This design comes from an exercise in tuning for small area, a short achievable clock period and few clock cycles on the open sky130 flow, not from production work. No functional check of the RTL was part of any run shown here. Power and IR drop assume default switching activity.

### design.v
package conv_feed_pkg;
    localparam int PIX_W        = 8;
    localparam int PIX_PER_WORD = 8;
    localparam int SRAM_W       = PIX_W * PIX_PER_WORD;
    localparam int WIN_ROWS     = 3;
    localparam int TAPS         = WIN_ROWS * WIN_ROWS;
    localparam int DIM_W        = 8;
    localparam int COL_W        = $clog2(PIX_PER_WORD);
    localparam logic [1:0] SLOT_ABOVE = 2'd0;
    localparam logic [1:0] SLOT_BELOW = 2'd2;
    typedef logic signed [PIX_W-1:0] pixel_t;
    typedef logic [SRAM_W-1:0] sram_word_t;
    typedef struct packed {
        logic [DIM_W-1:0] height;
        logic [DIM_W-1:0] width;
        logic [DIM_W-1:0] channel;
    } geom_t;
    typedef struct packed {
        logic       valid;
        logic [1:0] slot;
        logic       pad;
        logic       col_end;
        logic       run_end;
    } load_t;
    typedef logic [TAPS*PIX_W-1:0] window_t;
    typedef struct packed {
        logic [TAPS-1:0] valid;
        window_t         taps;
        logic            last;
    } feed_t;
    function automatic logic [PIX_W-1:0] pix_at(input logic [SRAM_W-1:0] w, input logic [COL_W-1:0] p);
        pix_at = w[p*PIX_W +: PIX_W];
    endfunction
endpackage
`timescale 1ns/100ps
module delay_line #(
    parameter int W     = 1,
    parameter int DEPTH = 1
) (
    input  logic i_clk,
    input  logic i_rst,
    input  logic [W-1:0] i_d,
    output logic [W-1:0] o_q
);
    if (DEPTH == 0) begin : g_pass
        assign o_q = i_d;
    end else begin : g_chain
        logic [W-1:0] stage [DEPTH];
        always_ff @(posedge i_clk) begin
            if (i_rst) begin
                for (int i = 0; i < DEPTH; i++) begin
                    stage[i] <= '0;
                end
            end else begin
                stage[0] <= i_d;
                for (int i = 1; i < DEPTH; i++) begin
                    stage[i] <= stage[i-1];
                end
            end
        end
        assign o_q = stage[DEPTH-1];
    end
endmodule
`timescale 1ns/100ps
module tap_skew (
    input  logic                      i_clk,
    input  logic                      i_rst,
    input  conv_feed_pkg::window_t    i_win,
    input  logic                      i_win_valid,
    input  logic                      i_win_last,
    output conv_feed_pkg::feed_t      o_feed
);
    localparam int TAPS = conv_feed_pkg::TAPS;
    conv_feed_pkg::window_t taps_d;
    logic [TAPS-1:0]        valid_d;
    logic                   last_d;
    for (genvar k = 0; k < TAPS; k++) begin : g_tap
        delay_line #(
            .W     (conv_feed_pkg::PIX_W),
            .DEPTH (k)
        ) u_pix (
            .i_clk (i_clk),
            .i_rst (i_rst),
            .i_d   (i_win[k*conv_feed_pkg::PIX_W +: conv_feed_pkg::PIX_W]),
            .o_q   (taps_d[k*conv_feed_pkg::PIX_W +: conv_feed_pkg::PIX_W])
        );
        delay_line #(
            .W     (1),
            .DEPTH (k)
        ) u_stb (
            .i_clk (i_clk),
            .i_rst (i_rst),
            .i_d   (i_win_valid),
            .o_q   (valid_d[k])
        );
    end
    delay_line #(
        .W     (1),
        .DEPTH (TAPS - 1)
    ) u_last (
        .i_clk (i_clk),
        .i_rst (i_rst),
        .i_d   (i_win_last),
        .o_q   (last_d)
    );
    assign o_feed = {valid_d, taps_d, last_d};
endmodule
`timescale 1ns/100ps
module window_builder (
    input  logic                          i_clk,
    input  logic                          i_rst,
    input  conv_feed_pkg::load_t          i_tag,
    input  conv_feed_pkg::sram_word_t     i_rd_data,
    output conv_feed_pkg::window_t        o_win,
    output logic                          o_win_valid,
    output logic                          o_win_last
);
    localparam int ROWS  = conv_feed_pkg::WIN_ROWS;
    localparam int COL_W = conv_feed_pkg::COL_W;
    localparam logic [COL_W-1:0] X_LAST = COL_W'(conv_feed_pkg::PIX_PER_WORD - 1);
    conv_feed_pkg::sram_word_t cur  [ROWS];
    conv_feed_pkg::sram_word_t nxt  [ROWS];
    conv_feed_pkg::pixel_t     left [ROWS];
    conv_feed_pkg::window_t    win_next;
    logic             running;
    logic             start_pend;
    logic [COL_W-1:0] x;
    logic             nxt_col_end;
    logic             nxt_run_end;
    logic             cur_col_end;
    logic             cur_run_end;
    logic             shift;
    assign shift = start_pend || (running && x == X_LAST);
    always_comb begin
        win_next = '0;
        for (int i = 0; i < ROWS; i++) begin
            if (x == '0) begin
                win_next[(ROWS*i)*conv_feed_pkg::PIX_W +: conv_feed_pkg::PIX_W] = left[i];
            end else begin
                win_next[(ROWS*i)*conv_feed_pkg::PIX_W +: conv_feed_pkg::PIX_W] = conv_feed_pkg::pix_at(cur[i], x - 1'b1);
            end
            win_next[(ROWS*i+1)*conv_feed_pkg::PIX_W +: conv_feed_pkg::PIX_W] = conv_feed_pkg::pix_at(cur[i], x);
            if (x != X_LAST) begin
                win_next[(ROWS*i+2)*conv_feed_pkg::PIX_W +: conv_feed_pkg::PIX_W] = conv_feed_pkg::pix_at(cur[i], x + 1'b1);
            end else if (!cur_col_end) begin
                win_next[(ROWS*i+2)*conv_feed_pkg::PIX_W +: conv_feed_pkg::PIX_W] = conv_feed_pkg::pix_at(nxt[i], '0);
            end
        end
    end
    always_ff @(posedge i_clk) begin
        if (i_rst) begin
            running     <= 1'b0;
            start_pend  <= 1'b0;
            x           <= '0;
            nxt_col_end <= 1'b0;
            nxt_run_end <= 1'b0;
            cur_col_end <= 1'b0;
            cur_run_end <= 1'b0;
            o_win_valid <= 1'b0;
            o_win_last  <= 1'b0;
        end else begin
            start_pend  <= i_tag.valid && i_tag.slot == conv_feed_pkg::SLOT_BELOW && !running;
            o_win_valid <= running;
            o_win_last  <= running && x == X_LAST && cur_run_end;
            if (i_tag.valid) begin
                nxt_col_end <= i_tag.col_end;
                nxt_run_end <= i_tag.run_end;
            end
            if (start_pend) begin
                running     <= 1'b1;
                x           <= '0;
                cur_col_end <= nxt_col_end;
                cur_run_end <= nxt_run_end;
            end else if (running) begin
                x <= x + 1'b1;
                if (x == X_LAST) begin
                    cur_col_end <= nxt_col_end;
                    cur_run_end <= nxt_run_end;
                    if (cur_col_end) begin
                        running <= 1'b0;
                    end
                end
            end
        end
    end
    always_ff @(posedge i_clk) begin
        if (i_tag.valid) begin
            nxt[i_tag.slot] <= i_tag.pad ? '0 : i_rd_data;
        end
        if (shift) begin
            for (int i = 0; i < ROWS; i++) begin
                cur[i] <= nxt[i];
                if (start_pend || cur_col_end) begin
                    left[i] <= '0;
                end else begin
                    left[i] <= conv_feed_pkg::pix_at(cur[i], X_LAST);
                end
            end
        end
        o_win <= win_next;
    end
endmodule
`timescale 1ns/100ps
module addr_sequencer #(
    parameter int ADDR_W = 16
) (
    input  logic                         i_clk,
    input  logic                         i_rst,
    input  logic                         i_start,
    input  conv_feed_pkg::geom_t         i_geom,
    input  logic                         i_done,
    output logic                         o_rd_en,
    output logic [ADDR_W-1:0]            o_rd_addr,
    output conv_feed_pkg::load_t         o_tag,
    output logic                         o_busy
);
    localparam int CYC_W = conv_feed_pkg::COL_W;
    localparam int DIM_W = conv_feed_pkg::DIM_W;
    localparam logic [CYC_W-1:0] CYC_LAST = CYC_W'(conv_feed_pkg::PIX_PER_WORD - 1);
    localparam logic [CYC_W-1:0] PRE_LAST = CYC_W'(conv_feed_pkg::WIN_ROWS - 1);
    conv_feed_pkg::geom_t geom;
    logic                 busy;
    logic                 active;
    logic                 prefetch;
    logic [CYC_W-1:0]     cyc;
    logic [DIM_W-1:0]     row;
    logic [DIM_W-1:0]     col;
    logic [ADDR_W-1:0]    row_addr;
    logic [3*DIM_W-1:0]   chan_base;
    logic [DIM_W-1:0]     fetch_col;
    logic [1:0]           slot;
    logic [ADDR_W-1:0]    slot_addr;
    logic                 last_col;
    logic                 last_row;
    logic                 fetch;
    logic                 pad;
    logic                 accept;
    assign chan_base = i_geom.channel * i_geom.height * i_geom.width;
    assign accept   = i_start && !o_busy;
    assign last_col = (col == geom.width - 1'b1);
    assign last_row = (row == geom.height - 1'b1);
    assign slot     = cyc[1:0];
    assign fetch_col = prefetch ? '0 : col + 1'b1;
    assign fetch     = active && (prefetch || (cyc <= PRE_LAST && !last_col));
    assign pad = (slot == conv_feed_pkg::SLOT_ABOVE && row == '0) ||
                 (slot == conv_feed_pkg::SLOT_BELOW && last_row);
    always_comb begin
        case (slot)
            conv_feed_pkg::SLOT_ABOVE: slot_addr = row_addr - ADDR_W'(geom.width);
            conv_feed_pkg::SLOT_BELOW: slot_addr = row_addr + ADDR_W'(geom.width);
            default:                   slot_addr = row_addr;
        endcase
    end
    assign o_rd_addr = slot_addr + ADDR_W'(fetch_col);
    assign o_rd_en   = fetch && !pad;
    assign o_busy    = busy && !i_done;
    always_ff @(posedge i_clk) begin
        if (i_rst) begin
            busy     <= 1'b0;
            active   <= 1'b0;
            prefetch <= 1'b0;
            cyc      <= '0;
            row      <= '0;
            col      <= '0;
            o_tag    <= '0;
        end else begin
            o_tag.valid   <= fetch;
            o_tag.slot    <= slot;
            o_tag.pad     <= pad;
            o_tag.col_end <= (fetch_col == geom.width - 1'b1);
            o_tag.run_end <= (fetch_col == geom.width - 1'b1) && last_row;
            if (accept) begin
                busy     <= 1'b1;
                active   <= 1'b1;
                prefetch <= 1'b1;
                cyc      <= '0;
                row      <= '0;
                col      <= '0;
            end else begin
                if (i_done) begin
                    busy <= 1'b0;
                end
                if (active) begin
                    if (prefetch) begin
                        if (cyc == PRE_LAST) begin
                            prefetch <= 1'b0;
                            cyc      <= '0;
                        end else begin
                            cyc <= cyc + 1'b1;
                        end
                    end else if (cyc == CYC_LAST) begin
                        cyc <= '0;
                        if (!last_col) begin
                            col <= col + 1'b1;
                        end else if (last_row) begin
                            active <= 1'b0;
                        end else begin
                            row      <= row + 1'b1;
                            col      <= '0;
                            prefetch <= 1'b1;
                        end
                    end else begin
                        cyc <= cyc + 1'b1;
                    end
                end
            end
        end
    end
    always_ff @(posedge i_clk) begin
        if (accept) begin
            geom     <= i_geom;
            row_addr <= ADDR_W'(chan_base);
        end else if (active && !prefetch && cyc == CYC_LAST && last_col) begin
            row_addr <= row_addr + ADDR_W'(geom.width);
        end
    end
endmodule
`timescale 1ns/100ps
module conv_input_feeder (
    input  logic                          i_clk,
    input  logic                          i_rst,
    input  logic                          i_start,
    input  logic [23:0]                   i_geom,
    output logic                          o_rd_en,
    output logic [15:0]                   o_rd_addr,
    input  logic [63:0]                   i_rd_data,
    output logic [81:0]                   o_feed,
    output logic                          o_busy,
    output logic                          o_done
);
    logic        busy;
    logic        idle;        
    logic        rd_en;
    logic        done;
    logic        mode_a;      
    logic        mode_b;      
    logic [2:0]  p8;
    logic [7:0]  g_h;         
    logic [7:0]  g_c;         
    logic [15:0] prod;        
    logic [15:0] raddr;       
    logic        op_prod;     
    logic        op_neg;
    logic        op_pos;
    logic        op_cin;
    logic        ld0, ld1, ld2;
    logic        gen;         
    logic [7:0]  cw;          
    logic        row0;        
    logic        z2;          
    logic [3:1]  ed;          
    logic [7:6]  ed_hi;
    logic [8:1]  vd;          
    logic [8:0]  en;          
    logic        last;
    logic [31:0] s0, s1, s2;  
    logic        accept;
    logic        e0;
    logic        z2_nx;
    logic        busy_nx;
    logic        mode_a_nx;
    logic        mode_b_nx;
    logic [2:0]  p8_nx;
    logic [7:0]  cw_dec;
    logic [15:0] add_b;
    logic [16:0] raddr_sum;
    assign accept    = i_start && idle;
    assign e0        = gen ? (p8 == 3'd7 && cw == 8'd0) : 1'b1;
    assign z2_nx     = (p8 == 3'd6) ? (g_h == 8'd1) : z2;
    assign busy_nx   = accept || (busy && !last);
    assign cw_dec    = cw - 8'd1;
    assign p8_nx     = accept ? 3'd2 : p8 + 3'd1;
    assign mode_a_nx = accept || (mode_a && p8 != 3'd1);
    assign mode_b_nx = !accept && (mode_b ? p8 != 3'd1 : (mode_a && p8 == 3'd1));
    always_ff @(posedge i_clk) begin
        if (i_rst) begin
            busy   <= 1'b0;
            idle   <= 1'b1;
            rd_en  <= 1'b0;
            done   <= 1'b0;
            mode_a <= 1'b0;
            mode_b <= 1'b0;
            gen    <= 1'b0;
            vd     <= '0;
            last   <= 1'b0;
        end else begin
            busy   <= busy_nx;
            idle   <= !busy_nx;
            rd_en  <= accept || busy;
            done   <= last;
            last   <= vd[7] && !vd[6];
            vd     <= {vd[7:1], gen};
            mode_a <= mode_a_nx;
            mode_b <= mode_b_nx;
            if (mode_b && p8 == 3'd7) begin
                gen <= 1'b1;
            end else if (gen && p8 == 3'd7 && cw == 8'd0 && g_h == 8'd1) begin
                gen <= 1'b0;
            end
        end
    end
    always_ff @(posedge i_clk) begin
        p8 <= p8_nx;
        if (idle) begin
            g_h <= i_geom[23:16];
        end else if (gen && p8 == 3'd7 && cw == 8'd0) begin
            g_h <= g_h - 8'd1;
        end
        if (idle) begin
            g_c <= i_geom[7:0];
        end else if (mode_a) begin
            g_c <= {g_c[6:0], 1'b0};
        end else if (mode_b && !gen) begin
            g_c <= cw_dec;
        end
        if (idle) begin
            cw <= i_geom[15:8];
        end else if (mode_b && p8 == 3'd7) begin
            cw   <= cw_dec;
        end else if (gen && p8 == 3'd7) begin
            cw <= (cw == 8'd0) ? g_c : cw_dec;
        end
        if (idle) begin
            prod <= '0;
        end else if (mode_a) begin
            prod <= {prod[14:0], 1'b0} + (g_c[7] ? {8'd0, cw} : 16'd0);
        end else begin
            prod <= {prod[14:0], 1'b0};
        end
        op_prod <= mode_b_nx && g_h[p8_nx - 3'd2];
        op_neg  <= !mode_a_nx && !mode_b_nx && (p8_nx == 3'd1 || p8_nx == 3'd2 || p8_nx == 3'd5 || p8_nx == 3'd6);
        op_pos  <= !mode_a_nx && !mode_b_nx && (p8_nx == 3'd3 || p8_nx == 3'd7);
        op_cin  <= !mode_a_nx && !mode_b_nx && (p8_nx == 3'd1 || p8_nx == 3'd3 || p8_nx == 3'd6);
        if (mode_a) begin
            raddr <= '0;
        end else begin
            raddr <= raddr_sum[16:1];
        end
    end
    assign add_b = ({16{op_prod}} & prod)
                 | ({16{op_neg}}  & {{8{1'b1}}, ~g_c})
                 | ({16{op_pos}}  & {7'd0, g_c, 1'b1});
    assign raddr_sum = {raddr, 1'b1} + {add_b, op_cin};
    assign o_rd_addr = raddr;
    assign o_rd_en   = rd_en;
    always_ff @(posedge i_clk) begin
        if (mode_b && p8 == 3'd7) begin
            row0 <= 1'b1;
        end else if (gen && p8 == 3'd7 && cw == 8'd0) begin
            row0 <= 1'b0;
        end
        ed    <= {ed[2:1], e0};
        ed_hi <= {ed_hi[6], !en[5]};
        if (p8 == 3'd6) z2 <= (g_h == 8'd1);
        en[0] <= !(e0    || row0);
        en[1] <= !row0;
        en[2] <= !(ed[1] || row0);
        en[3] <= !ed[3];
        en[4] <= 1'b1;
        en[5] <= en[3];
        en[6] <= !(ed_hi[6] || z2_nx);
        en[7] <= !z2_nx;
        en[8] <= !(ed_hi[7] || z2_nx);
    end
    always_ff @(posedge i_clk) begin
        ld1 <= p8_nx[1:0] == 2'd3;
        ld2 <= p8_nx[1:0] == 2'd2;
        ld0 <= p8_nx[1:0] == 2'd0;
        if (ld1) s1 <= p8[2] ? i_rd_data[63:32] : i_rd_data[31:0];
        else     s1 <= {8'd0, s1[31:8]};
        if (ld2) s2 <= p8[2] ? i_rd_data[31:0] : i_rd_data[63:32];
        else     s2 <= {8'd0, s2[31:8]};
        if (ld0) s0 <= p8[2] ? i_rd_data[63:32] : i_rd_data[31:0];
        else     s0 <= {8'd0, s0[31:8]};
    end
    logic [71:0] taps;
    always_comb begin
        for (int j = 0; j < 3; j++) begin
            taps[(0+j)*8 +: 8] = s0[7:0] & {8{en[0+j]}};
            taps[(3+j)*8 +: 8] = s1[7:0] & {8{en[3+j]}};
            taps[(6+j)*8 +: 8] = s2[7:0] & {8{en[6+j]}};
        end
    end
    assign o_feed = {vd, gen, taps, last};
    assign o_busy = busy;
    assign o_done = done;
endmodule
### flow/run.sh
#!/bin/bash
# The standard layout, with buf_2 as the port buffers instead of the
# delay cells buffer_ports picks by default. Logs stay in this folder.
set -euo pipefail
echo 'export BUFFER_PORTS_ARGS = -buffer_cell sky130_fd_sc_hd__buf_2' >> "$FLOW_CONFIG"
bash standard.sh > standard.log 2>&1
### standard.sh
#!/bin/bash
# synth_recipe.tcl (not shown) runs the flow's synth.tcl, then flattens the netlist and writes it again
# the make line also repeats each setting of config.mk as NAME=value (left out here)
make -C /OpenROAD-flow-scripts/flow DESIGN_CONFIG=/design/flow/config.mk WORK_HOME=/design/flow/orfs CLKGATE_MAP_FILE= SYNTH_SCRIPT=/design/flow/synth_recipe.tcl "${@:-finish}"
### config.mk
export PLATFORM = sky130hd
export DESIGN_NAME = conv_input_feeder
export DESIGN_NICKNAME = conv_input_feeder
export VERILOG_FILES = /design/flow/design.v
export SDC_FILE = /design/flow/constraint.sdc
export NUM_CORES = 4
export LEC_CHECK = 0
export CAP_MARGIN = 20
export CORE_MARGIN = 2
export CORE_UTILIZATION = 40
export CTS_BUF_LIST = sky130_fd_sc_hd__clkbuf_16
export CTS_CLUSTER_SIZE = 60
export SLEW_MARGIN = 20
export BUFFER_PORTS_ARGS = -buffer_cell sky130_fd_sc_hd__buf_2
### constraint.sdc
create_clock -name core_clock -period 10.0 [get_ports {i_clk}]
set_input_delay 2.0000 -clock core_clock [delete_from_list [all_inputs] [get_ports {i_clk}]]
set_output_delay 2.0000 -clock core_clock [all_outputs]
set_load 0.01 [all_outputs]
==> results_dict.tcl, run 1 <==
set metrics [dict create \
    status "complete, no violations" \
    slew_headroom 0.324 \
    ctsHoldBuffers 0 \
    syn_to_final_growth_pct 18.7 \
    routed_wl_um 21100 \
    insertion_delay_ns 0.44 \
    clk_pin_slew_ns 0.07 \
    worst_ep_arrival_time_ns 1.19 \
    finalSetupViolCount 0 \
    syn-num-nets 1093 \
    criticalPathCategory "flip-flop to primary output" \
    synth_seq_cells 193 \
    slew_violations 0 \
    ctsResizeCount 0 \
    grt_pass1_wl_um 34400 \
    worstMarginPinSlew_ns 1.01 \
    die_w_um 153 \
    grt_antenna_before_repair 1 \
    gr-usage-all-layers 0.182 \
    dp_hpwl_um 15800 \
    clockRootBuffer "clkbuf_16" \
    cts_setup_buffers 0 \
    hold_start "ed[2]$_DFF_P_" \
    required_ns 8.00 \
    cts_made_buffers 17 \
    p_leak_uw 0.00484 \
    grt_max_degree 62 \
    yosys_warnings 1 \
    synth_edf_count 24 \
    dpl_cell_area_um2 9960 \
    final_hold_viol_count 0 \
    critPathCaptureType "primary output" \
    fin_nets 1253 \
    r2r_end "prod[7]$_SDFF_PP0_" \
    grt.overflow.total 0 \
    ys_dominant_reg_cell "dfxtp_1" \
    cp_max_fo 9 \
    reg2reg_from "g_c[7]$_DFFE_PP_" \
    syn_inst 965 \
    cts_buffer_depth 2 \
    p_per_area_nw_per_um2 255 \
    first_global_vias 6698 \
    hold_path_depth 0 \
    synth.yosys.seq_area_share 0.463 \
    cts.sinks 193 \
    fmax_ghz 0.313 \
    pre_cts_ws_ns 6.83 \
    placed_cells 1386 \
    die_h_um 153 \
    rsz0062_at_grt "false" \
    final_area_um2 10500 \
    first_pass_iters 4 \
    core-area_um2 21800 \
    synthArstFlopShare 0 \
    drtIter0Drc 382 \
    worstHoldEndpoint "ed[3]$_DFF_P_" \
    setup_slack_ns 6.81 \
    drc 0 \
    ff2ff_path_depth 9 \
    ctsHtreeMaxLevel 4 \
    drv_cap 0 \
    rrSetupSlack_ns 7.08 \
    fin_crit_sh 0.319 \
    ant_nets 0 \
    setup_tns_ns 0 \
    fin_cells 1418 \
    via_count 6935 \
    port_buffers 191 \
    post-route-min-period_ns 3.19 \
    num_rows 54 \
    cts_tree "done" \
    dieArea_um2 23400 \
    synth_area_um2 8870 \
    synth.avg_cell_area_um2 9.19 \
    startpoint_type "flip-flop" \
    fin_skew_ns 0.0115 \
    antenna_cells 0 \
    wire_per_inst_um 14.9 \
    drive_above_1_share 0.213 \
    viasPerCell 4.89 \
    boundaryPins 192 \
    ir_drop_uv 128 \
    place_congestion 0.871 \
    min_path_type "flip-flop to flip-flop" \
    yosysUniqueCellTypes 60 \
    initial_core_util 0.407 \
]
-- flip-flops by register name (all words and copies together) (netlist names), 2 cells and up --
signal	cells
s0	32
s1	32
s2	32
prod	16
raddr	16
cw	8
en	8
g_c	8
g_h	8
vd	8
ed	3
p8	3
ed_hi	2
-- cells in the mapped netlist (9+ instances only) --
cell / count / area (µm²)
nor2b_1: 42 / 263
edfxtp_1: 24 / 721
ha_1: 35 / 438
buf_4: 10 / 75.1
nor2_1: 119 / 447
a21oi_1: 92 / 460
mux2i_1: 80 / 801
clkbuf_1: 35 / 131
inv_1: 31 / 116
o21ai_1: 11 / 55.1
o211ai_1: 9 / 67.6
nor3_1: 11 / 55.1
dfxtp_1: 169 / 3380
and2_1: 70 / 438
xnor2_1: 17 / 149
xor2_1: 15 / 131
o21ai_0: 34 / 170
nand2_1: 70 / 263
-- area by class of cell --
cell class              count  area (µm²)
fillers                  2131       11300
clock inverters            15         146
multi-input cells         686        4400
well taps                 280         350
inverters                  33         124
clock buffers              17         425
repair buffers            194         978
flip-flops and latches    193        4110
-- logic make-up after synthesis --
logic type,count (synthesis),synth area share
mux,84,0.0966
simple gates,348,0.194
fa+ha+maj,37,0.0539
xor+xnor,32,0.0316
buf+inv,86,0.0420
flops,193,0.463
compound gates,185,0.119
-- worst max-delay path, cell delays in order, from the launching register on --
cell     delay (ns)
dfxtp_1        0.45
and2_1         0.18
buf_2          0.13
-- through the flow --
| step | total power [µW] | util | hold WS (ns) |
|---|---|---|---|
| floorplan | 1790 | - | 0.310 |
| global placement | 2040 | 0.456 | 0.314 |
| detailed placement | 2050 | 0.456 | 0.313 |
| CTS | 2710 | 0.483 | 0.330 |
| global route | 2880 | 0.483 | 0.336 |
| finish | 2680 | 0.483 | 0.329 |
-- worst max path at each step --
| stage | from | end | depth (start not counted) |
|---|---|---|---|
| finish | en[3]$_DFF_P_ | o_feed[28] | 2 |
| global route | en[3]$_DFF_P_ | o_feed[31] | 2 |
| CTS | en[3]$_DFF_P_ | o_feed[28] | 2 |
| detailed placement | i_start | op_cin$_DFF_P_ | 7 |
| global placement | i_start | op_prod$_DFF_P_ | 8 |
| floorplan | i_start | op_cin$_DFF_P_ | 6 |
-- per-layer routing --
metal | up-vias | wire length [µm] | track usage
met1 | 3144 | 9530 | 0.229
met2 | 163 | 10400 | 0.317
li1 | 3604 | - | -
met4 | 2 | 243 | 0.0560
met5 | - | 13 | 0
met3 | 22 | 827 | 0.0354
-- power by group --
group,switching (µW),leakage [µW],internal (µW)
clock network,325,0.000278,332
registers,192,0.00165,1010
logic,438,0.00291,389
total,955,0.00484,1730
-- layout by cell type, fill, tap and decap left out, types with 34 or more instances in the layout --
master / synthesis / layout
mux2i_1: 80 / 80
a21oi_1: 92 / 92
dfxtp_1: 169 / 164
ha_1: 35 / 35
nor2b_1: 42 / 42
o21ai_0: 34 / 34
and2_1: 70 / 70
buf_2: 4 / 191
nor2_1: 119 / 119
nand2_1: 70 / 70
==> run 2, diff against run 1 <==
==> flow/run.sh (replaced) <==
#!/bin/bash
# The standard layout, with buf_1 as the port buffers instead of the
# delay cells buffer_ports picks by default. Logs stay in this folder.
set -euo pipefail
echo 'export BUFFER_PORTS_ARGS = -buffer_cell sky130_fd_sc_hd__buf_1' >> "$FLOW_CONFIG"
bash standard.sh > standard.log 2>&1
--- a/config.mk
+++ b/config.mk
@@ -10,5 +10,5 @@
 export CORE_UTILIZATION = 40
-export CTS_BUF_LIST = sky130_fd_sc_hd__clkbuf_16
-export CTS_CLUSTER_SIZE = 60
+export CTS_BUF_LIST = sky130_fd_sc_hd__clkbuf_8
+export CTS_CLUSTER_SIZE = 40
 export SLEW_MARGIN = 20
-export BUFFER_PORTS_ARGS = -buffer_cell sky130_fd_sc_hd__buf_2
+export BUFFER_PORTS_ARGS = -buffer_cell sky130_fd_sc_hd__buf_1
==> run 2 against run 1 <==
Sequential share of layout area up 1.4 points. Combinational power about the same. Wire length down 2.3%. Area after synthesis unchanged. Synthesized cell count unchanged. Power down 5.0%. Critical endpoint unchanged. Highest routed layer is now met4. Maximum frequency down 2.2%. Non-clock buffer count unchanged.
==> results_dict.tcl, run 2 <==
set metrics [dict create \
    drive_above_1_share 0.0457 \
    die_w_um 153 \
    die_h_um 153 \
    required_ns 8.00 \
    synth-simple-area-share 0.194 \
    grt_max_degree 62 \
    clockRootBuffer "clkbuf_8" \
    synth_xor_area_frac 0.0316 \
    reg2reg_from "g_c[7]$_DFFE_PP_" \
    routed_wl_um 20600 \
    grt_antenna_before_repair 0 \
    power_uw 2550 \
    setup_tns_ns 0 \
    dp_hpwl_um 15400 \
    worst_ep_arrival_time_ns 1.26 \
    drc 0 \
    synth.yosys.seq_area_share 0.463 \
    finalSetupViolCount 0 \
    synth_edf_count 24 \
    clk_pin_slew_ns 0.10 \
    yosysUniqueCellTypes 60 \
    rsz0062_at_grt "false" \
    first_pass_iters 4 \
    syn_inst 965 \
    post-route-min-period_ns 3.26 \
    criticalPathCategory "flip-flop to primary output" \
    synth_seq_cells 193 \
    insertion_delay_ns 0.48 \
    synth_top_family_by_area "simple AND/OR/NAND/NOR gates" \
    wire_per_inst_um 14.5 \
    muxShareOfSynthArea 0.0966 \
    antenna_cells 0 \
    hold_start "ed[2]$_DFF_P_" \
    rrSetupSlack_ns 6.98 \
    via_count 6951 \
    synth_top_area_share 0.381 \
    synth_largest_area_cell "dfxtp_1" \
    ctsHoldBuffers 0 \
    ir_drop_uv 147 \
    ctsHtreeMaxLevel 4 \
    drv_cap 0 \
    synth_common_cells "dfxtp_1 (169), nor2_1 (119), a21oi_1 (92), mux2i_1 (80)" \
    port_buffers 191 \
    grt.overflow.total 0 \
    viasPerCell 4.90 \
    initial_core_util 0.407 \
    syn-num-nets 1093 \
    fill_cells 2131 \
    synth_compound_area_frac 0.119 \
    p_leak_uw 0.00415 \
    fin_skew_ns 0.0171 \
    drtIter0Drc 367 \
    final_hold_viol_count 0 \
    ys_dominant_reg_cell "dfxtp_1" \
    cts_setup_buffers 0 \
    cts_tree "done" \
    boundaryPins 192 \
    p_per_area_nw_per_um2 251 \
    hold_path_depth 0 \
    synth.avg_cell_area_um2 9.19 \
    yosysMostFrequentCell "dfxtp_1" \
    worstMarginPinSlew_ns 0.996 \
    layout_common_cells "buf_1 (191), dfxtp_1 (164), nor2_1 (119)" \
    worstHoldEndpoint "ed[3]$_DFF_P_" \
    slew_headroom 0.336 \
    ant_nets 0 \
    min_path_type "flip-flop to flip-flop" \
    synth_area_um2 8870 \
    synth_fa_ha_area_frac 0.0539 \
    dieArea_um2 23400 \
    cp_max_fo 9 \
    first_global_vias 6528 \
    grt_pass1_wl_um 33500 \
    status "complete, no violations" \
    syn_to_final_growth_pct 14.6 \
    gr-usage-all-layers 0.178 \
    mostFrequentLayoutCell "buf_1" \
    r2r_end "prod[7]$_SDFF_PP0_" \
    slew_violations 0 \
    fin_crit_sh 0.326 \
    critPathCaptureType "primary output" \
    num_rows 54 \
    ff2ff_path_depth 9 \
    ctsResizeCount 0 \
    top_regs "s0: 32 flops, s1: 32 flops, s2: 32 flops" \
    synthArstFlopShare 0 \
    cts.sinks 193 \
    place_congestion 0.872 \
    yosys-top-cells-area "dfxtp_1 (38%), mux2i_1 (9.0%), edfxtp_1 (8.1%)" \
    fin_nets 1253 \
    cts_buffer_depth 2 \
    core-area_um2 21800 \
    yosys_warnings 1 \
    cts_made_buffers 17 \
    fmax_ghz 0.306 \
    startpoint_type "flip-flop" \
]
run 2: changes by cell type in the layout (fill, tap and decap cells not counted), sizes merged:
cell,previous run,this run
bufinv,0,1
clkinvlp,2,0
inv,41,42
run 2: routing by layer:
layer | up-vias | global-route usage | part of all wire
met4 | 0 | 0.0542 | 0.015
li1 | 3605 | - | -
met2 | 182 | 0.303 | 0.49
met1 | 3138 | 0.226 | 0.45
met5 | - | 0 | 0
met3 | 26 | 0.0386 | 0.046
run 2: cell families (layout without fill, tap and decap cells):
logic type	after synthesis	in the layout
AO/OA/AOI/OAI	185	185
XOR/XNOR	32	32
adder cells (fa/ha/maj)	37	37
buffers and inverters	86	259
flip-flops	193	193
multiplexers	84	84
AND/OR/NAND/NOR	348	348
run 2: area by class of cell:
| type | count | area [µm²] | area share |
|---|---|---|---|
| clock buffers | 17 | 234 | 0.0230 |
| clock inverters | 15 | 208 | 0.0204 |
| inverters | 33 | 124 | 0.0122 |
| multi-input cells | 686 | 4400 | 0.432 |
| flip-flops and latches | 193 | 4110 | 0.405 |
| well taps | 280 | 350 | 0.0345 |
| repair buffers | 194 | 739 | 0.0728 |
run 2: worst max-delay path, cell delays in order (launching register included):
cell and delay [ns]:
dfxtp_1 0.46, and2_1 0.18, buf_1 0.15
run 2: how the worst max path moves through the flow:
stage | cells past startpoint | end | slack, ns | from
floorplan | 6 | op_cin$_DFF_P_ | 7.16 | i_start
global placement | 7 | op_cin$_DFF_P_ | 6.88 | i_start
detailed placement | 7 | op_cin$_DFF_P_ | 6.82 | i_start
CTS | 2 | o_feed[28] | 6.66 | en[3]$_DFF_P_
global route | 2 | o_feed[31] | 6.62 | en[3]$_DFF_P_
finish | 2 | o_feed[28] | 6.74 | en[3]$_DFF_P_
run 2: metrics by stage:
stage	instances	setup WS (ns)	area (µm²)	util	hold slack [ns]
4_1_cts	1418	6.66	10200	0.466	0.344
5_1_grt	1418	6.62	10200	0.466	0.354
3_3_place_gp	1386	6.88	9720	0.445	0.322
6_report	1418	6.74	10200	0.466	0.338
2_1_floorplan	965	7.16	8870	-	0.310
3_5_place_dp	1386	6.82	9720	0.445	0.319
run 2: power breakdown:
group          switching, µW  internal, µW
Combinational            458           366
Sequential               170          1000
Clock                    327           222
Total                    955          1590
==> run 3, diff against run 2 <==
--- a/design.v
+++ b/design.v
@@ -468,8 +468,11 @@
         ld0 <= p8_nx[1:0] == 2'd0;
-        if (ld1) s1 <= p8[2] ? i_rd_data[63:32] : i_rd_data[31:0];
-        else     s1 <= {8'd0, s1[31:8]};
-        if (ld2) s2 <= p8[2] ? i_rd_data[31:0] : i_rd_data[63:32];
-        else     s2 <= {8'd0, s2[31:8]};
-        if (ld0) s0 <= p8[2] ? i_rd_data[63:32] : i_rd_data[31:0];
-        else     s0 <= {8'd0, s0[31:8]};
+        s1[31:24] <= p8[2] ? i_rd_data[63:56] : i_rd_data[31:24];
+        if (ld1) s1[23:0] <= p8[2] ? i_rd_data[55:32] : i_rd_data[23:0];
+        else     s1[23:0] <= s1[31:8];
+        s2[31:24] <= p8[2] ? i_rd_data[31:24] : i_rd_data[63:56];
+        if (ld2) s2[23:0] <= p8[2] ? i_rd_data[23:0] : i_rd_data[55:32];
+        else     s2[23:0] <= s2[31:8];
+        s0[31:24] <= p8[2] ? i_rd_data[63:56] : i_rd_data[31:24];
+        if (ld0) s0[23:0] <= p8[2] ? i_rd_data[55:32] : i_rd_data[23:0];
+        else     s0[23:0] <= s0[31:8];
     end
==> flow/run.sh (replaced) <==
#!/bin/bash
# The standard layout, with buf_2 as the port buffers instead of the
# delay cells buffer_ports picks by default. Logs stay in this folder.
set -euo pipefail
echo 'export BUFFER_PORTS_ARGS = -buffer_cell sky130_fd_sc_hd__buf_2' >> "$FLOW_CONFIG"
bash standard.sh > standard.log 2>&1
--- a/config.mk
+++ b/config.mk
@@ -10,5 +10,3 @@
 export CORE_UTILIZATION = 40
-export CTS_BUF_LIST = sky130_fd_sc_hd__clkbuf_8
-export CTS_CLUSTER_SIZE = 40
 export SLEW_MARGIN = 20
-export BUFFER_PORTS_ARGS = -buffer_cell sky130_fd_sc_hd__buf_1
+export BUFFER_PORTS_ARGS = -buffer_cell sky130_fd_sc_hd__buf_2
==> run 3 against run 2 <==
Still clean on timing, DRC and antenna. Cell count shrank 1.3%. First-iteration DRC count shrank 6.0%. Non-clock buffer count grew 1. Critical path type unchanged. Highest routed layer unchanged.
==> results_dict.tcl, run 3 <==
set metrics [dict create \
    status "complete, no violations" \
    cts_made_buffers 17 \
    first_global_vias 6178 \
    rrSetupSlack_ns 7.17 \
    crit_start "en[5]$_DFF_P_" \
    ctsHtreeMaxLevel 4 \
    ir_drop_uv 119 \
    viasPerCell 4.91 \
    slew_violations 0 \
    yosys_warnings 1 \
    grt_pass1_wl_um 32800 \
    synth_edf_count 24 \
    yosys-top-cells-area "dfxtp_1 (37%), edfxtp_1 (8.3%), mux2i_1 (7.6%)" \
    core-area_um2 21600 \
    insertion_delay_ns 0.43 \
    ant_nets 0 \
    fin_nets 1236 \
    mostFrequentLayoutCell "buf_2" \
    place_congestion 0.838 \
    routed_wl_um 21200 \
    grt_antenna_before_repair 0 \
    final_area_um2 10400 \
    drive_above_1_share 0.235 \
    worstHoldEndpoint "ed[3]$_DFF_P_" \
    drtIter0Drc 345 \
    clk_pin_slew_ns 0.07 \
    cp_max_fo 9 \
    syn_to_final_growth_pct 19.8 \
    min_path_type "flip-flop to flip-flop" \
    clockRootBuffer "clkbuf_16" \
    fill_cells 2113 \
    ff2ff_path_depth 8 \
    slew_headroom 0.319 \
    gr-usage-all-layers 0.185 \
    cts.sinks 185 \
    finalSetupViolCount 0 \
    startpoint_type "flip-flop" \
    p_leak_uw 0.00473 \
    via_count 6875 \
    yosysUniqueCellTypes 56 \
    worstMarginPinSlew_ns 1.01 \
    largest_reg_flops 32 \
    synth.avg_cell_area_um2 9.23 \
    hold_start "ed[2]$_DFF_P_" \
    antenna_cells 0 \
    synth_area_um2 8720 \
    num_rows 54 \
    drv_cap 0 \
    dp_hpwl_um 15800 \
    cts_buffer_depth 2 \
    drc 0 \
    boundaryPins 192 \
    top_regs "s2: 32 flops, s1: 31 flops, s0: 25 flops" \
    dieArea_um2 23000 \
    cts_setup_buffers 0 \
    yosysMostFrequentCell "dfxtp_1" \
    regMostFlops "s2" \
    die_h_um 152 \
    synth_seq_cells 185 \
    use_met3 0.0326 \
    worst_ep_arrival_time_ns 1.22 \
    synth.yosys.seq_area_share 0.452 \
    port_buffers 191 \
    grtUsageMet2 0.315 \
    grt.overflow.total 0 \
    p_per_area_nw_per_um2 258 \
    final_hold_viol_count 0 \
    synthArstFlopShare 0 \
    criticalPathCategory "flip-flop to primary output" \
    syn_inst 944 \
    fin_crit_sh 0.322 \
    r2r_end "raddr[10]$_SDFF_PP0_" \
    critPathCaptureType "primary output" \
    rsz0062_at_grt "false" \
    layout_common_cells "buf_2 (191), dfxtp_1 (156), nor2_1 (122)" \
    setup_tns_ns 0 \
    synth_top_area_share 0.370 \
    ctsResizeCount 0 \
    ys_dominant_reg_cell "dfxtp_1" \
    required_ns 8.00 \
    post-route-min-period_ns 3.22 \
    reg2reg_from "op_prod$_DFF_P_" \
    dpl_cell_area_um2 9820 \
    fin_skew_ns 0.0182 \
    fmax_ghz 0.311 \
    grt_max_degree 71 \
    hold_path_depth 0 \
    cts_tree "done" \
    synth_common_cells "dfxtp_1 (161), nor2_1 (122), a21oi_1 (96), nand2_1 (73), and2_1 (71)" \
    synth_largest_area_cell "dfxtp_1" \
    wire_per_inst_um 15.1 \
    use_met1 0.236 \
    first_pass_iters 5 \
    die_w_um 152 \
    ctsHoldBuffers 0 \
    initial_core_util 0.403 \
    busiest_layer "met2" \
    syn-num-nets 1073 \
]
run 3: cell count changes in the layout (fill, tap and decap cells not counted), moves of 5 or more:
cell	delta
o21ai_0	+8
xor2_1	-5
mux2i_1	-14
clkbuf_8	-17
buf_2	+191
nor2b_1	-21
o21ai_1	-9
a211oi_1	+5
o211ai_1	-6
clkbuf_16	+18
dfxtp_1	-8
mux2_2	+19
buf_1	-191
run 3: worst max path at each step:
stage	end	slack, ns	cells after the start
6_report	o_feed[48]	6.78	2
5_1_grt	o_feed[48]	6.70	2
4_1_cts	o_feed[48]	6.76	2
3_5_place_dp	op_prod$_DFF_P_	6.60	5
2_1_floorplan	op_prod$_DFF_P_	6.88	4
3_3_place_gp	op_prod$_DFF_P_	6.60	5
run 3: area by class of cell:
type,instances,area [µm²],share of cell area
Sequential cell,185,3950,0.378
Clock buffer,18,450,0.0431
Multi-Input combinational cell,678,4420,0.423
Inverter,30,113,0.0108
Timing Repair Buffer,195,986,0.0944
Tap cell,280,350,0.0335
Clock inverter,14,176,0.0169
run 3: cell families (layout without fill, tap and decap cells):
family | after synthesis | after routing | share of synthesized area
XOR/XNOR | 30 | 30 | 0.0301
AO/OA/AOI/OAI | 192 | 192 | 0.130
multiplexers | 90 | 90 | 0.109
AND/OR/NAND/NOR | 328 | 328 | 0.182
adder cells (fa/ha/maj) | 38 | 38 | 0.0563
flip-flops | 185 | 185 | 0.452
buffers and inverters | 81 | 257 | 0.0408
run 3: routing by layer:
layer / wire length, µm / share of wire / vias to the layer above
li1: - / - / 3559
met5: 0 / 0 / -
met4: 409 / 0.019 / 0
met1: 9540 / 0.45 / 3099
met3: 1070 / 0.050 / 20
met2: 10100 / 0.48 / 197
run 3: report_power, final:
part	switching, µW	internal [µW]
registers	157	974
logic	468	393
clock network	313	394
run 3: worst max-delay path, stage by stage, from the launching register on:
cell and delay [ns]:
dfxtp_1 0.45, and2_1 0.20, buf_2 0.14
run 3: metrics by stage:
stage | cells | hold slack (ns) | total power (µW) | utilization | worst slack, ns
after floorplan | 944 | 0.310 | 1750 | - | 6.88
after global placement | 1368 | 0.315 | 2000 | 0.454 | 6.60
after detailed placement | 1368 | 0.314 | 2020 | 0.454 | 6.60
after CTS | 1400 | 0.330 | 2730 | 0.483 | 6.76
after global routing | 1400 | 0.344 | 2880 | 0.483 | 6.70
final | 1400 | 0.329 | 2700 | 0.483 | 6.78
==> run 4, diff against run 3 <==
--- a/flow/run.sh
+++ b/flow/run.sh
@@ -5,2 +5,2 @@
 echo 'export BUFFER_PORTS_ARGS = -buffer_cell sky130_fd_sc_hd__buf_2' >> "$FLOW_CONFIG"
-bash standard.sh > standard.log 2>&1
+bash standard.sh SETUP_SLACK_MARGIN=7.0 finish > standard.log 2>&1
==> run 4 against run 3 <==
Synthesized cell count unchanged. Sequential cell count unchanged. Largest power group unchanged. Design area up 4.0%. Critical path type unchanged. Sequential power up 5%. Highest routed layer unchanged.
==> results_dict.tcl, run 4 <==
set metrics [dict create \
    pre_cts_ws_ns 6.79 \
    worstHoldEndpoint "ed[3]$_DFF_P_" \
    critPathBufInv 1 \
    ctsHoldBuffers 0 \
    rrSetupSlack_ns 7.18 \
    via_count 6882 \
    crit_start "en[3]$_DFF_P_" \
    drtIter0Drc 244 \
    grt_max_degree 71 \
    fin_skew_ns 0.0141 \
    core-area_um2 21600 \
    largest_reg_flops 32 \
    max_stage_delay_ns 0.37 \
    first_pass_iters 4 \
    mostFrequentLayoutCell "buf_2" \
    fmax_ghz 0.322 \
    cts_buffer_depth 2 \
    drv_cap 0 \
    slowest_stage "dfxtp_4" \
    insertion_delay_ns 0.44 \
    layout_common_cells "buf_2 (146), dfxtp_1 (133), nor2_1 (122)" \
    slew_violations 0 \
    finalSetupViolCount 0 \
    top_regs "s2: 32 flops, s1: 31 flops, s0: 25 flops" \
    startpoint_type "flip-flop" \
    dp_hpwl_um 15600 \
    slew_headroom 0.315 \
    min_path_type "flip-flop to flip-flop" \
    post-route-min-period_ns 3.11 \
    synth.yosys.seq_area_share 0.452 \
    die_h_um 152 \
    synth_compound_area_frac 0.130 \
    cts.sinks 185 \
    die_w_um 152 \
    cp_max_fo 9 \
    yosys_warnings 1 \
    synth_largest_area_cell "dfxtp_1" \
    grt_antenna_before_repair 0 \
    synth_edf_count 24 \
    fill_cells 2042 \
    boundaryPins 192 \
    gr-usage-all-layers 0.182 \
    regMostFlops "s2" \
    cts_made_buffers 17 \
    grt.overflow.total 0 \
    criticalPathCategory "flip-flop to primary output" \
    critPathCaptureType "primary output" \
    syn-num-nets 1073 \
    yosysMostFrequentCell "dfxtp_1" \
    wire_per_inst_um 15.1 \
    synth_area_um2 8720 \
    yosys-top-cells-area "dfxtp_1 (37%), edfxtp_1 (8.3%), mux2i_1 (7.6%)" \
    drive_above_1_share 0.296 \
    drc 0 \
    synth_top_family_by_area "simple AND/OR/NAND/NOR gates" \
    initial_core_util 0.403 \
    synthArstFlopShare 0 \
    synth_top_area_share 0.370 \
    place_congestion 0.805 \
    p_per_area_nw_per_um2 251 \
    crit_chain "and2_1 > buf_2" \
    ff2ff_path_depth 8 \
    fin_nets 1236 \
    dieArea_um2 23000 \
    syn_to_final_growth_pct 24.6 \
    viasPerCell 4.92 \
    ant_nets 0 \
    rsz0062_at_grt "true" \
    synth_seq_cells 185 \
    ir_drop_uv 120 \
    synth.avg_cell_area_um2 9.23 \
    ys_dominant_reg_cell "dfxtp_1" \
    reg2reg_from "op_prod$_DFF_P_" \
    final_hold_viol_count 0 \
    synth_common_cells "dfxtp_1 (161), nor2_1 (122), a21oi_1 (96), nand2_1 (73), and2_1 (71)" \
    muxShareOfSynthArea 0.109 \
    worst_ep_arrival_time_ns 1.11 \
    crit_family "flip-flops" \
    clk_pin_slew_ns 0.07 \
    port_buffers 191 \
    synth_fa_ha_area_frac 0.0563 \
    final_util 0.502 \
    hold_path_depth 0 \
    status "complete, no violations" \
    cts_tree "done" \
    worstMarginPinSlew_ns 1.03 \
    synth-simple-area-share 0.182 \
    antenna_cells 0 \
    num_rows 54 \
    ctsHtreeMaxLevel 4 \
    r2r_end "raddr[10]$_SDFF_PP0_" \
    grt_pass1_wl_um 32400 \
    clockRootBuffer "clkbuf_16" \
    syn_inst 944 \
    yosysUniqueCellTypes 56 \
    synth_xor_area_frac 0.0301 \
    p_leak_uw 0.00485 \
    setup_tns_ns 0 \
    hold_start "ed[2]$_DFF_P_" \
    routed_wl_um 21200 \
    fin_crit_sh 0.311 \
    first_global_vias 6435 \
    required_ns 8.00 \
    setup_slack_ns 6.89 \
]
[run 4: worst max path at each step]
stage / to / slack [ns] / depth (start not counted)
after floorplan: op_prod$_DFF_P_ / 7.03 / 4
after global routing: o_feed[27] / 6.83 / 2
final: o_feed[27] / 6.89 / 2
after CTS: o_feed[27] / 6.87 / 2
after detailed placement: op_prod$_DFF_P_ / 6.79 / 5
after global placement: op_prod$_DFF_P_ / 6.80 / 5
[run 4: power by group]
group | total, µW | switching, µW | internal [µW] | leakage [µW]
registers | 1190 | 215 | 979 | 0.00159
logic | 874 | 424 | 450 | 0.00297
clock network | 662 | 327 | 335 | 0.000279
total | 2730 | 965 | 1760 | 0.00485
[run 4: cells by family (layout without fill, tap and decap cells)]
logic type	after synthesis	after routing
fa+ha+maj	38	38
simple gates	328	328
mux	90	90
compound gates	192	192
xor+xnor	30	30
buf+inv	81	257
flops	185	185
[run 4: final cells by class]
class	instances	area (µm²)	area share
repair buffers	195	1270	0.117
clock buffers	18	429	0.0395
clock inverters	14	155	0.0143
well taps	280	350	0.0323
multi-input cells	678	4540	0.418
inverters	30	113	0.0104
flip-flops and latches	185	4000	0.369
[run 4: repair_timing]
item                                    CTS  global route
buffers inserted                          0             1
endpoints found under the hold margin     0             0
gates resized for setup                  66            60
endpoints found under the setup margin   69            66
pin swaps                                28             1
[run 4: metrics by stage]
step | cells | total power (µW) | cell area, µm² | hold slack, ns
finish | 1400 | 2730 | 10900 | 0.328
global route | 1400 | 2910 | 10900 | 0.336
floorplan | 944 | 1750 | 8730 | 0.310
detailed placement | 1367 | 2020 | 9820 | 0.312
CTS | 1399 | 2720 | 10600 | 0.329
global placement | 1367 | 2000 | 9820 | 0.311
[run 4: per-layer routing]
| metal | GRT usage | vias up | share of wire |
|---|---|---|---|
| met1 | 0.216 | 3122 | 0.43 |
| met4 | 0.0694 | 0 | 0.023 |
| met5 | 0 | - | 0 |
| met3 | 0.0380 | 25 | 0.050 |
| li1 | - | 3557 | - |
| met2 | 0.325 | 178 | 0.50 |
==> run 5, diff against run 4 <==
--- a/design.v
+++ b/design.v
@@ -339,9 +339,7 @@
     logic [7:0]  g_c;         
-    logic [15:0] prod;        
     logic [15:0] raddr;       
     logic        op_prod;     
+    logic        op_run;
     logic        op_neg;
-    logic        op_pos;
     logic        op_cin;
-    logic        ld0, ld1, ld2;
     logic        gen;         
@@ -355,3 +353,4 @@
     logic        last;
-    logic [31:0] s0, s1, s2;  
+    logic [31:0] s0, s2;      
+    logic [15:0] s1;
     logic        accept;
@@ -366,2 +365,5 @@
     logic [16:0] raddr_sum;
+    logic [15:0] prod;        
+    logic [15:0] prod_add;
+    logic [15:0] quarter;
     assign accept    = i_start && idle;
@@ -371,3 +373,3 @@
     assign cw_dec    = cw - 8'd1;
-    assign p8_nx     = accept ? 3'd2 : p8 + 3'd1;
+    assign p8_nx     = accept ? 3'd3 : p8 + 3'd1;
     assign mode_a_nx = accept || (mode_a && p8 != 3'd1);
@@ -409,3 +411,3 @@
         if (idle) begin
-            g_c <= i_geom[7:0];
+            g_c <= {i_geom[6:0], 1'b0};
         end else if (mode_a) begin
@@ -422,13 +424,8 @@
         end
-        if (idle) begin
-            prod <= '0;
-        end else if (mode_a) begin
-            prod <= {prod[14:0], 1'b0} + (g_c[7] ? {8'd0, cw} : 16'd0);
-        end else begin
-            prod <= {prod[14:0], 1'b0};
-        end
         op_prod <= mode_b_nx && g_h[p8_nx - 3'd2];
-        op_neg  <= !mode_a_nx && !mode_b_nx && (p8_nx == 3'd1 || p8_nx == 3'd2 || p8_nx == 3'd5 || p8_nx == 3'd6);
-        op_pos  <= !mode_a_nx && !mode_b_nx && (p8_nx == 3'd3 || p8_nx == 3'd7);
-        op_cin  <= !mode_a_nx && !mode_b_nx && (p8_nx == 3'd1 || p8_nx == 3'd3 || p8_nx == 3'd6);
+        op_run  <= !mode_a_nx && !mode_b_nx;
+        op_neg  <= p8_nx[0] ^ p8_nx[1];
+        op_cin  <= !mode_a_nx && !mode_b_nx &&
+                   (p8_nx == 3'd0 || p8_nx == 3'd1 || p8_nx == 3'd3 ||
+                    p8_nx == 3'd4 || p8_nx == 3'd6);
         if (mode_a) begin
@@ -440,5 +437,6 @@
     assign add_b = ({16{op_prod}} & prod)
-                 | ({16{op_neg}}  & {{8{1'b1}}, ~g_c})
-                 | ({16{op_pos}}  & {7'd0, g_c, 1'b1});
+                 | ({16{op_run}} & ({{8{op_neg}}, g_c ^ {8{op_neg}}}));
     assign raddr_sum = {raddr, 1'b1} + {add_b, op_cin};
+    assign prod     = s2[15:0];
+    assign prod_add = {prod[14:0], 1'b0} + (g_c[7] ? {8'd0, cw} : 16'd0);
     assign o_rd_addr = raddr;
@@ -464,15 +462,24 @@
     end
+    always_comb begin
+        case (p8[2:1])
+            2'd0:    quarter = i_rd_data[63:48];
+            2'd1:    quarter = i_rd_data[15:0];
+            2'd2:    quarter = i_rd_data[31:16];
+            default: quarter = i_rd_data[47:32];
+        endcase
+    end
     always_ff @(posedge i_clk) begin
-        ld1 <= p8_nx[1:0] == 2'd3;
-        ld2 <= p8_nx[1:0] == 2'd2;
-        ld0 <= p8_nx[1:0] == 2'd0;
-        s1[31:24] <= p8[2] ? i_rd_data[63:56] : i_rd_data[31:24];
-        if (ld1) s1[23:0] <= p8[2] ? i_rd_data[55:32] : i_rd_data[23:0];
-        else     s1[23:0] <= s1[31:8];
-        s2[31:24] <= p8[2] ? i_rd_data[31:24] : i_rd_data[63:56];
-        if (ld2) s2[23:0] <= p8[2] ? i_rd_data[23:0] : i_rd_data[55:32];
-        else     s2[23:0] <= s2[31:8];
+        s1[15:8] <= quarter[15:8];
+        s1[7:0]  <= p8[0] ? quarter[7:0] : s1[15:8];
         s0[31:24] <= p8[2] ? i_rd_data[63:56] : i_rd_data[31:24];
-        if (ld0) s0[23:0] <= p8[2] ? i_rd_data[55:32] : i_rd_data[23:0];
-        else     s0[23:0] <= s0[31:8];
+        if (p8[1:0] == 2'd0) s0[23:0] <= p8[2] ? i_rd_data[55:32] : i_rd_data[23:0];
+        else                 s0[23:0] <= s0[31:8];
+        s2[31:24] <= p8[2] ? i_rd_data[31:24] : i_rd_data[63:56];
+        if (p8[1:0] == 2'd2) s2[23:16] <= p8[2] ? i_rd_data[23:16] : i_rd_data[55:48];
+        else                 s2[23:16] <= s2[31:24];
+        if (idle)                  s2[15:0] <= i_geom[7] ? {8'd0, i_geom[15:8]} : 16'd0;
+        else if (mode_a)           s2[15:0] <= prod_add;
+        else if (mode_b)           s2[15:0] <= {prod[14:0], 1'b0};
+        else if (p8[1:0] == 2'd2)  s2[15:0] <= p8[2] ? i_rd_data[15:0] : i_rd_data[47:32];
+        else                       s2[15:0] <= s2[23:8];
     end
--- a/flow/run.sh
+++ b/flow/run.sh
@@ -5,2 +5,2 @@
 echo 'export BUFFER_PORTS_ARGS = -buffer_cell sky130_fd_sc_hd__buf_2' >> "$FLOW_CONFIG"
-bash standard.sh SETUP_SLACK_MARGIN=7.0 finish > standard.log 2>&1
+bash standard.sh > standard.log 2>&1
==> run 5 against run 4 <==
Critical path depth is the same. Sequential power shrank 16%. Hold slack gained 0.010 ns. Sequential cell count shrank 27. Via count grew 5.2%. Global-route usage grew 2.9 points. Critical endpoint is now o_feed[50]. Largest cell class unchanged.
==> results_dict.tcl, run 5 <==
set metrics [dict create \
    status "complete, no violations" \
    grt_max_degree 79 \
    synth_common_cells "dfxtp_1 (135), nor2_1 (103), a21oi_1 (91), nand2_1 (77), and2_1 (75)" \
    yosysMostFrequentCell "dfxtp_1" \
    cts_tree "done" \
    fin_skew_ns 0.0104 \
    routed_wl_um 23200 \
    wire_per_inst_um 16.8 \
    worstMarginPinSlew_ns 0.868 \
    die_h_um 149 \
    synth.avg_cell_area_um2 8.92 \
    ctsHtreeMaxLevel 4 \
    rsz0062_at_grt "false" \
    ctsHoldBuffers 0 \
    min_path_type "flip-flop to flip-flop" \
    syn_inst 940 \
    finalSetupViolCount 0 \
    fin_nets 1221 \
    port_buffers 191 \
    p_per_area_nw_per_um2 256 \
    syn-num-nets 1065 \
    num_rows 52 \
    initial_core_util 0.411 \
    startpoint_type "flip-flop" \
    clockRootBuffer "clkbuf_16" \
    place_congestion 0.896 \
    dieArea_um2 22100 \
    gr-usage-all-layers 0.211 \
    cts_made_buffers 17 \
    cts.sinks 158 \
    synth_largest_area_cell "dfxtp_1" \
    cp_max_fo 7 \
    fin_crit_sh 0.327 \
    synth_seq_cells 158 \
    slew_violations 0 \
    first_pass_iters 5 \
    drive_above_1_share 0.246 \
    fmax_ghz 0.306 \
    setup_tns_ns 0 \
    ir_drop_uv 121 \
    synthArstFlopShare 0 \
    synth.yosys.seq_area_share 0.405 \
    p_leak_uw 0.00458 \
    top_regs "s0: 32 flops, s2: 32 flops" \
    grt_pass1_wl_um 36400 \
    core-area_um2 20400 \
    criticalPathCategory "flip-flop to primary output" \
    via_count 7239 \
    drc 0 \
    drv_cap 0 \
    grt_antenna_before_repair 1 \
    synth_top_area_share 0.322 \
    viasPerCell 5.25 \
    yosysUniqueCellTypes 58 \
    ant_nets 0 \
    ys_dominant_reg_cell "dfxtp_1" \
    die_w_um 149 \
    grt.overflow.total 0 \
    cts_setup_buffers 0 \
    insertion_delay_ns 0.43 \
    clk_pin_slew_ns 0.06 \
    mostFrequentLayoutCell "buf_2" \
    syn_to_final_growth_pct 19.6 \
    yosys-top-cells-area "dfxtp_1 (32%), edfxtp_1 (8.2%), mux2i_1 (6.3%)" \
    dp_hpwl_um 17500 \
    synth_area_um2 8390 \
    power_uw 2570 \
    post-route-min-period_ns 3.27 \
    slew_headroom 0.420 \
    drtIter0Drc 424 \
    first_global_vias 6848 \
    ctsResizeCount 0 \
    synth_edf_count 23 \
    worst_ep_arrival_time_ns 1.27 \
    critPathCaptureType "primary output" \
    required_ns 8.00 \
    final_hold_viol_count 0 \
    boundaryPins 192 \
    fill_cells 1955 \
    cts_buffer_depth 2 \
    layout_common_cells "buf_2 (191), dfxtp_1 (133), nor2_1 (103)" \
    yosys_warnings 1 \
]
-- run 5: cell count changes after synthesis, sizes merged, moves of 5 or more --
cell	change
a211oi	+8
nand2	+5
nand3	+10
dfxtp	-26
clkbuf	+6
xor2	+8
nor2b	-5
xnor2	-6
a22o	+7
a21oi	-5
o21ai	+11
mux2i	-13
nor2	-20
mux4	+8
-- run 5: final timing paths --
path                       start                    to  slack (ns)  depth (start not counted)
setup / recovery   s2[1]$_DFF_P_            o_feed[50]        6.73                          2
hold / removal     ed[2]$_DFF_P_         ed[3]$_DFF_P_        0.34                          0
setup reg to reg  op_neg$_DFF_P_  raddr[10]$_SDFF_PP0_        6.99                          9
hold reg to reg    ed[2]$_DFF_P_         ed[3]$_DFF_P_        0.34                          0
-- run 5: final cells by class --
| class | count | area, µm² | share of cell area |
|---|---|---|---|
| multi-input cells | 696 | 4620 | 0.460 |
| flip-flops and latches | 158 | 3400 | 0.339 |
| repair buffers | 197 | 1000 | 0.0998 |
| clock buffers | 21 | 482 | 0.0480 |
| well taps | 270 | 338 | 0.0337 |
| inverters | 26 | 97.6 | 0.00973 |
| clock inverters | 11 | 93.8 | 0.00936 |
| diodes | 1 | 2.50 | 0.000250 |
-- run 5: through the flow --
stage	setup slack (ns)	utilization	hold WS [ns]	instance area [µm²]	cells
CTS	6.70	0.491	0.343	10000	1379
detailed placement	6.80	0.463	0.331	9450	1347
finish	6.73	0.491	0.339	10000	1380
global route	6.67	0.491	0.346	10000	1380
floorplan	7.10	-	0.310	8390	940
global placement	6.83	0.463	0.315	9450	1347
-- run 5: logic make-up after synthesis --
| kind of cell | after synthesis | synth area share |
|---|---|---|
| AOI/OAI and AO/OA | 214 | 0.150 |
| xor gates and xnor gates | 32 | 0.0334 |
| adders and majority gates | 34 | 0.0525 |
| buffers and inverters | 86 | 0.0450 |
| DFF | 158 | 0.405 |
| muxes | 89 | 0.124 |
| and+or+nand+nor | 327 | 0.191 |
-- run 5: routing by layer --
layer / vias to the layer above / track usage / wire length [µm]
li1: 3586 / - / -
met1: 3399 / 0.283 / 10500
met2: 226 / 0.352 / 10900
met3: 28 / 0.0379 / 1410
met4: 0 / 0.0590 / 405
met5: - / 0 / 0
-- run 5: worst max-delay path: stages, from the launching register on --
cell     delay, ns
dfxtp_1       0.54
and2_1        0.18
buf_2         0.12
-- run 5: power by group --
group / internal (µW) / switching [µW]
clock network: 353 / 284
registers: 830 / 164
logic: 435 / 507
==> run 6, diff against run 5 <==
--- a/design.v
+++ b/design.v
@@ -362,2 +362,5 @@
     logic [2:0]  p8_nx;
+    logic [2:0]  p8_inc;
+    logic        mode_a_go;
+    logic        mode_b_go;
     logic [7:0]  cw_dec;
@@ -373,5 +376,8 @@
     assign cw_dec    = cw - 8'd1;
-    assign p8_nx     = accept ? 3'd3 : p8 + 3'd1;
-    assign mode_a_nx = accept || (mode_a && p8 != 3'd1);
-    assign mode_b_nx = !accept && (mode_b ? p8 != 3'd1 : (mode_a && p8 == 3'd1));
+    assign p8_inc    = p8 + 3'd1;
+    assign p8_nx     = accept ? 3'd3 : p8_inc;
+    assign mode_a_go = mode_a && p8 != 3'd1;
+    assign mode_b_go = mode_b ? p8 != 3'd1 : (mode_a && p8 == 3'd1);
+    assign mode_a_nx = accept || mode_a_go;
+    assign mode_b_nx = !accept && mode_b_go;
     always_ff @(posedge i_clk) begin
@@ -424,8 +430,8 @@
         end
-        op_prod <= mode_b_nx && g_h[p8_nx - 3'd2];
-        op_run  <= !mode_a_nx && !mode_b_nx;
-        op_neg  <= p8_nx[0] ^ p8_nx[1];
-        op_cin  <= !mode_a_nx && !mode_b_nx &&
-                   (p8_nx == 3'd0 || p8_nx == 3'd1 || p8_nx == 3'd3 ||
-                    p8_nx == 3'd4 || p8_nx == 3'd6);
+        op_prod <= mode_b_go && g_h[p8_inc - 3'd2];
+        op_run  <= !mode_a_go && !mode_b_go;
+        op_neg  <= p8_inc[0] ^ p8_inc[1];
+        op_cin  <= !mode_a_go && !mode_b_go &&
+                   (p8_inc == 3'd0 || p8_inc == 3'd1 || p8_inc == 3'd3 ||
+                    p8_inc == 3'd4 || p8_inc == 3'd6);
         if (mode_a) begin
==> run 6 against run 5 <==
Synthesized cell count is 1.3% lower. Setup slack worse by 0.013 ns. Still clean. Global-route usage is 0.64 points lower. Largest power group is now combinational logic. Sequential share of layout area hardly changed.
==> results_dict.tcl, run 6 <==
set metrics [dict create \
    gr-usage-all-layers 0.205 \
    layout_common_cells "buf_2 (191), dfxtp_1 (132), nor2_1 (99)" \
    seq_area_um2 3400 \
    criticalPathCategory "flip-flop to primary output" \
    top_layer "met4" \
    cts_setup_buffers 0 \
    syn_to_final_growth_pct 19.3 \
    slew_violations 0 \
    drt-met1-wl_um 10800 \
    ys_dominant_reg_cell "dfxtp_1" \
    viasPerCell 5.15 \
    multiInputGateArea_um2 4650 \
    synth_seq_cells 158 \
    ir_drop_uv 124 \
    yosys-top-cells-area "dfxtp_1 (32%), edfxtp_1 (8.2%), mux2i_1 (6.4%)" \
    ant_nets 0 \
    first_global_vias 6469 \
    rsz0062_at_grt "false" \
    dr_wl_met2_um 10600 \
    fill_cells 2067 \
    port_buffers 191 \
    num_rows 53 \
    dieArea_um2 22200 \
    p_leak_uw 0.00455 \
    synth.avg_cell_area_um2 9.06 \
    worst_ep_arrival_time_ns 1.28 \
    yosys_warnings 1 \
    drtIter0Drc 396 \
    min_path_type "flip-flop to flip-flop" \
    core-area_um2 20800 \
    synthArstFlopShare 0 \
    cp_max_fo 7 \
    syn_inst 928 \
    cts_tree "done" \
    routed_wl_um 22900 \
    die_h_um 149 \
    synth_top_area_share 0.322 \
    boundaryPins 192 \
    drv_cap 0 \
    via_count 7062 \
    critPathCaptureType "primary output" \
    slew_headroom 0.366 \
    synth_edf_count 23 \
    clk_pin_slew_ns 0.06 \
    initial_core_util 0.404 \
    finalSetupViolCount 0 \
    final_util 0.481 \
    cts_buffer_depth 2 \
    required_ns 8.00 \
    top_regs "s0: 32 flops, s2: 32 flops" \
    post-route-min-period_ns 3.28 \
    grt_pass1_wl_um 35100 \
    worstMarginPinSlew_ns 0.951 \
    slowest_stage "dfxtp_1" \
    drc 0 \
    antenna_cells 0 \
    cts_made_buffers 17 \
    grt_antenna_before_repair 0 \
    crit_family "flip-flops" \
    dp_hpwl_um 17600 \
    fin_skew_ns 0.0164 \
    drive_above_1_share 0.252 \
    synth.yosys.seq_area_share 0.404 \
    p_per_area_nw_per_um2 273 \
    wl_met3_um 1270 \
    crit_chain "and2_1 > buf_2" \
    place_congestion 0.826 \
    yosysMostFrequentCell "dfxtp_1" \
    fin_crit_sh 0.328 \
    synth_common_cells "dfxtp_1 (135), nor2_1 (99), a21oi_1 (81), nand2_1 (78), and2_1 (72)" \
    synth_largest_area_cell "dfxtp_1" \
    final_hold_viol_count 0 \
    ctsResizeCount 0 \
    ctsHoldBuffers 0 \
    first_pass_iters 5 \
    status "complete, no violations" \
    fmax_ghz 0.305 \
    yosysUniqueCellTypes 56 \
    max_stage_delay_ns 0.55 \
    clockRootBuffer "clkbuf_16" \
    syn-num-nets 1052 \
    wire_per_inst_um 16.7 \
    insertion_delay_ns 0.43 \
    fin_nets 1207 \
    grt.overflow.total 0 \
    grt_max_degree 79 \
    mostFrequentLayoutCell "buf_2" \
    critPathBufInv 1 \
    ctsHtreeMaxLevel 4 \
    startpoint_type "flip-flop" \
    die_w_um 149 \
    cts.sinks 158 \
    setup_tns_ns 0 \
    synth_area_um2 8400 \
]
run 6: final cells by class:
class                   instances  area share
repair buffers                197      0.0999
clock inverters                13      0.0115
flip-flops and latches        158       0.339
inverters                      17     0.00637
clock buffers                  19      0.0453
multi-input cells             692       0.463
well taps                     275      0.0343
run 6: stage by stage:
stage,total power (µW),cell area (µm²),hold WS (ns),instances,setup slack [ns]
floorplan,1830,8400,0.310,928,7.19
global placement,2110,9450,0.315,1339,6.90
detailed placement,2120,9450,0.322,1339,6.88
CTS,2760,10000,0.347,1371,6.69
global route,2920,10000,0.352,1371,6.65
finish,2740,10000,0.341,1371,6.72
run 6: where the power goes:
group	total (µW)	switching (µW)	internal, µW
sequential	992	157	836
clock	629	287	342
combinational	1120	595	525
run 6: worst paths after layout:
path | start | to | slack [ns] | cells after the start
worst max register to register | op_neg$_DFF_P_ | raddr[11]$_SDFF_PP0_ | 6.98 | 9
worst min-delay path | ed[2]$_DFF_P_ | ed[3]$_DFF_P_ | 0.34 | 0
worst min register to register | ed[2]$_DFF_P_ | ed[3]$_DFF_P_ | 0.34 | 0
worst max-delay path | s2[1]$_DFF_P_ | o_feed[50] | 6.72 | 2
run 6: logic make-up after synthesis:
| kind of cell | share of synthesized area |
|---|---|
| fa+ha+maj | 0.0509 |
| xor+xnor | 0.0354 |
| simple gates | 0.192 |
| compound gates | 0.143 |
| buf+inv | 0.0433 |
| flops | 0.404 |
| mux | 0.131 |
run 6: metal layers:
layer | global-route usage | up-vias
met4 | 0.0538 | 0
met3 | 0.0379 | 21
met2 | 0.335 | 242
met5 | 0 | -
met1 | 0.279 | 3250
li1 | - | 3549

==> re-timing with driven ports <==
The results above use ideal ports. As a check the final layouts listed here were re-extracted and re-timed, cells and wires unchanged. Step 1, drivers: a clkbuf_16 drives i_clk and a buf_2 each remaining input, both assumed. Step 2 moves the port delays by t, midway between the first and last clock arrival at a register: inputs arrive t later, outputs are due t later. That takes back most of the time a late clock gives input paths. Three values: ideal ports, drivers, drivers and shift; two values: the first two.
run | t, ns | setup slack, ns | worst setup path at the end | worst slew at a driven data input, ns
run 1 | 0.477 | 6.809 / 6.761 / 6.825 | input to register | 0.05
run 2 | 0.508 | 6.736 / 6.698 / 6.817 | input to register | 0.05
run 3 | 0.470 | 6.784 / 6.739 / 6.610 | input to register | 0.08
run 4 | 0.477 | 6.892 / 6.848 / 6.787 | input to register | 0.06
run 5 | 0.469 | 6.729 / 6.687 / 6.781 | input to register | 0.08
run 6 | 0.470 | 6.716 / 6.670 / 6.829 | input to register | 0.05
After both steps setup and hold are still met in every run listed. For run 3, which loses most, drivers alone change the setup slack by -0.045 ns; drivers and shift together by -0.174 ns.
